This design comes from an exercise in tuning for small area, a short achievable clock period and few clock cycles per item on the open sky130 flow, not from production work. Only simulation tests tie the RTL to the original design; equivalence was not proved. Power figures rest on the tool's default switching activity, not on a simulated workload.

Setup of 09-20:
## muldiv_unit
module muldiv_unit #(
  parameter int XLEN = 32
) (
  input  logic            clk_i,
  input  logic            rst_i,
  input  logic            flush_i,
  input  logic            valid_i,
  output logic            ready_o,
  input  logic [2:0]      op_i,
  input  logic [XLEN-1:0] rs1_i,
  input  logic [XLEN-1:0] rs2_i,
  input  logic [4:0]      rd_addr_i,
  output logic            valid_o,
  input  logic            ready_i,
  output logic [XLEN-1:0] result_o,
  output logic [4:0]      rd_addr_o
);
  localparam logic [1:0] F_EMPTY = 2'd0;
  localparam logic [1:0] F_RAW   = 2'd1;
  localparam logic [1:0] F_ABS   = 2'd2;
  localparam logic [1:0] E_IDLE = 2'd0;
  localparam logic [1:0] E_ITER = 2'd1;
  localparam logic [1:0] E_F1   = 2'd2;
  localparam logic [1:0] E_F2   = 2'd3;
  function automatic logic [4:0] msb_pos(input logic [31:0] x);
    logic [15:0] y16;
    logic [7:0]  y8;
    logic [3:0]  y4;
    logic [1:0]  y2;
    logic [4:0]  p;
    p[4] = |x[31:16];
    y16  = p[4] ? x[31:16] : x[15:0];
    p[3] = |y16[15:8];
    y8   = p[3] ? y16[15:8] : y16[7:0];
    p[2] = |y8[7:4];
    y4   = p[2] ? y8[7:4] : y8[3:0];
    p[1] = |y4[3:2];
    y2   = p[1] ? y4[3:2] : y4[1:0];
    p[0] = y2[1];
    msb_pos = p;
  endfunction
  function automatic logic [4:0] tz_cnt(input logic [31:0] x);
    logic [31:0] rev;
    for (int i = 0; i < 32; i++) rev[i] = x[31-i];
    tz_cnt = ~msb_pos(rev);
  endfunction
  logic [1:0]  fst_q;
  logic [2:0]  fop_q;
  logic [4:0]  frd_q;
  logic [31:0] fa_q;     
  logic [31:0] fb_q;     
  logic [4:0]  fpa_q, fpb_q;
  logic        fza_q, fzb_q;
  logic        fneg_q;
  logic        fcin_q;   
  logic [1:0]  est_q;
  logic [2:0]  op_q;
  logic [4:0]  rd_q;
  logic [33:0] r_q;      
  logic [33:0] c_q;      
  logic        ci_q;     
  logic [31:0] m_q;      
  logic [31:0] x_q;      
  logic [4:0]  cnt_q;    
  logic [1:0]  j_q;      
  logic        neg_q;    
  logic        lo_q;     
  logic        usecpa_q;  
  logic        cin_q;    
  logic        ready_q;
  ...
Settings: LEC_CHECK=0, CAP_MARGIN=20, CORE_MARGIN=2, CORE_UTILIZATION=40, SLEW_MARGIN=20; clock period 12.0 ns.
standard.sh (not shown) runs the stock make flow with config.mk's settings and CLKGATE_MAP_FILE= SYNTH_SCRIPT=/design/flow/synth_recipe.tcl, a recipe that flattens the netlist after the stock synthesis.
==> flow/flow/run.sh <==
#!/bin/bash
set -euo pipefail
export SETUP_SLACK_MARGIN=7.25
export BUFFER_PORTS_ARGS="-buffer_cell sky130_fd_sc_hd__buf_1"
bash standard.sh > standard_flow.log 2>&1
Testbench counts of 09-20, summed over its fixed seeds: cycles 12,459, ops 3,200.
diff inputs: 09-20 => 10-13
# 09-20
export LEC_CHECK = 0
export CAP_MARGIN = 20
export CORE_MARGIN = 2
export CORE_UTILIZATION = 40
export SLEW_MARGIN = 20
create_clock -name core_clock -period 12.0 [get_ports {clk_i}]
# 10-13
export LEC_CHECK = 0
export CAP_MARGIN = 20
export CORE_MARGIN = 2
export CORE_UTILIZATION = 50
export SLEW_MARGIN = 20
create_clock -name core_clock -period 12.0 [get_ports {clk_i}]
==> flow/flow/run.sh <==
#!/bin/bash
set -euo pipefail
export SETUP_SLACK_MARGIN=7
export BUFFER_PORTS_ARGS="-buffer_cell sky130_fd_sc_hd__buf_1"
bash standard.sh > standard_flow.log 2>&1
Notes after the runs:
[compare] base=09-20 new=10-13: number of non-filler instances in the completed layout saw a decrease; clock power share saw a decrease; die area saw a decrease; total power saw a decrease; post-layout minimum cycle time saw an increase.
10-13 against 09-20: depth of the critical timing path with buffers and inverters included picked up an extra 10; count of standard-cell rows lost about 11%; required time reported for the critical path endpoint picked up an extra 0.03 ns; setup slack lost 0.17 ns.
Of the two values seen for end of the critical path, fcin_q was produced by 10-13 and r_q[7] by 09-20.
Weighted congestion at the end of routability-driven global placement in 10-13 is 0.021 above 09-20.
On final routed wirelength across all metal layers, 09-20 tracks 10-13 almost exactly.

---

Starting RTL as in the previous note.
clock: 12.0 ns
lec_check: 0
cap_margin: 20
core_margin: 2
core_utilization: 40
slew_margin: 20
==> flow/flow/run.sh <==
#!/bin/bash
set -euo pipefail
export SETUP_SLACK_MARGIN=7
bash standard.sh > standard_flow.log 2>&1
Testbench counts at the start, summed over its fixed seeds: cycles 12,459, ops 3,200.
==> next run, changes <==
==> flow/flow/run.sh (replaced) <==
#!/bin/bash
set -euo pipefail
export SETUP_SLACK_MARGIN=6
bash standard.sh > standard_flow.log 2>&1
Critical path depth went up by 5.
Clock-buffer cell count goes up by 3.
Power grows slightly.
Via count shrinks slightly.
Utilization shrinks by 0.68 points.
==> next run, changes <==
==> flow/flow/run.sh (replaced) <==
#!/bin/bash
set -euo pipefail
export SETUP_SLACK_MARGIN=8
bash standard.sh > standard_flow.log 2>&1
Result:
- combinational power is higher by 32%
- final area is higher by 14%
- sequential power is lower by about 5%
- via count is higher by 8.2%
- power is higher by 3.9%
- routed wire length is higher by 9.9%
==> next run, changes <==
==> flow/flow/run.sh (replaced) <==
#!/bin/bash
set -euo pipefail
export SETUP_SLACK_MARGIN=7
export BUFFER_PORTS_ARGS="-buffer_cell sky130_fd_sc_hd__buf_1"
bash standard.sh > standard_flow.log 2>&1
--- a/flow/config.mk
+++ b/flow/config.mk
@@ -9,3 +9,4 @@
 export CORE_MARGIN = 2
 export CORE_UTILIZATION = 40
+export PLACE_DENSITY = 0.75
 export SLEW_MARGIN = 20
Effect: Area after synthesis stays the same; count of clock-buffer cells in the layout rises by 5; clock power falls by about 6%; setup slack degrades by 0.29 ns.

---

## north
Starting RTL as in the previous note.
clock: 12.0 ns
lec_check: 0
cap_margin: 20
core_margin: 2
core_utilization: 40
slew_margin: 20
tns_end_percent: 20
==> flow/flow/run.sh <==
#!/bin/bash
set -euo pipefail
export SETUP_SLACK_MARGIN=7
bash standard.sh > standard_flow.log 2>&1
Testbench counts of north, summed over its fixed seeds: cycles 12,459, ops 3,200.
What south does differently from north at the input level:
==> flow/flow/run.sh <==
#!/bin/bash
set -euo pipefail
export SETUP_SLACK_MARGIN=7.5
bash standard.sh > standard_flow.log 2>&1
--- a/flow/config.mk
+++ b/flow/config.mk
@@ -10,3 +10,2 @@
 export CORE_UTILIZATION = 40
 export SLEW_MARGIN = 20
-export TNS_END_PERCENT = 20
[summary]
- Between south and north, it is south whose via count of the first global-routing pass is higher, by 1010.
- The multi-input combinational gate total was comparable across north and south.
- Higher initial antenna violation count was reported by south, not north.
- Summary: with north as the reference, number of gates resized after CTS in south moved up by more than 100%.
- south ends up with a area growth from synthesis to final layout that is 8.4 points higher than in north.
- Looking at required arrival time at the worst endpoint, south sits 170 ps below north.
- north ended up with r_q[10] as its capturing instance or port of the critical path; south ended up with r_q[15].
What east does differently from south at the input level:
==> flow/flow/run.sh <==
#!/bin/bash
set -euo pipefail
export SETUP_SLACK_MARGIN=7
export BUFFER_PORTS_ARGS="-buffer_cell sky130_fd_sc_hd__buf_1"
bash standard.sh > standard_flow.log 2>&1
Results
- east: all stages complete, timing, DRC and antenna checks passed
- south was larger in final cell area than east.
- Per the comparison of east with south, final critical-path setup slack moved down; final clock period utilization by the worst path went up; routed wire length per instance moved down; area growth from synthesis to layout decreased by 11 points relative to the old numbers; via count went down.
- Looking at slew at the pin closest to its max-slew limit, east sits 81 ps lower than south does.
- east ended with more data arrival time of the critical path than south.
## Diff of input files: west against east
==> flow/flow/run.sh <==
#!/bin/bash
set -euo pipefail
export SETUP_SLACK_MARGIN=8
bash standard.sh > standard_flow.log 2>&1
--- a/flow/config.mk
+++ b/flow/config.mk
@@ -10,2 +10,3 @@
 export CORE_UTILIZATION = 40
 export SLEW_MARGIN = 20
+export TNS_END_PERCENT = 10
Notes after the runs:
- west completed end to end with timing, DRC and antenna clean.
- Per the comparison of west with east, sequential share of layout area saw a decrease; share of the clock period used by the worst path after layout now smaller; highest attainable clock frequency increased by about 4% relative to the old numbers; clock period minus final worst setup slack saw a decrease.
- [compare] base=east new=west: count of antenna diodes in the layout rose by 4; detailed-route vias per instance stayed essentially flat; clock share of power fell by 2.3 points; cell depth of the worst flop-to-flop path fell by 3.
- x_q[31] as the capture point of the worst path was reported by east, and r_q[8] by west.
- west: initial antenna violation count is 2 higher than what east reported.
- Worst ir drop on vdd of west exceeds that of east by a little under 10%.

what the ideal ports hide:
How much do the figures lean on ideal ports? The routed layouts below were timed once more, with nothing changed but the port constraints.
Step 1 sets driving cells, clkbuf_16 on the clock port and buf_2 on the other inputs (assumed; they add their load-dependent delay and slew).
Step 2 also shifts input and output timing later by t, the mid clock arrival at the registers, as if the neighbouring blocks saw the same clock.
Slacks: ideal / step 1 / step 2; pairs: ideal / step 1.
run	shift t [ns]	slack for setup (ns)	slew at the worst register clock pin (ns)
09-20	0.645	7.168 / 7.168 / 6.709	0.06 / 0.06
10-13	0.623	6.995 / 6.995 / 6.699	0.06 / 0.06
the first run of note 2	0.630	7.085 / 7.085 / 6.569	0.07 / 0.07
the second run of note 2	0.637	6.272 / 6.272 / 5.803	0.07 / 0.07
the third run of note 2	0.705	7.351 / 7.351 / 7.137	0.08 / 0.08
the fourth run of note 2	0.635	7.056 / 7.056 / 6.612	0.07 / 0.07
north	0.627	7.020 / 7.020 / 6.492	0.08 / 0.08
south	0.627	7.265 / 7.265 / 6.874	0.07 / 0.07
east	0.640	7.056 / 7.056 / 6.549	0.07 / 0.07
west	0.629	7.246 / 7.246 / 7.024	0.07 / 0.07
After both steps setup and hold are still met in every run listed. The setup slack of north, which loses most, moves by 0.000 ns with the drivers and by -0.528 ns with both steps.
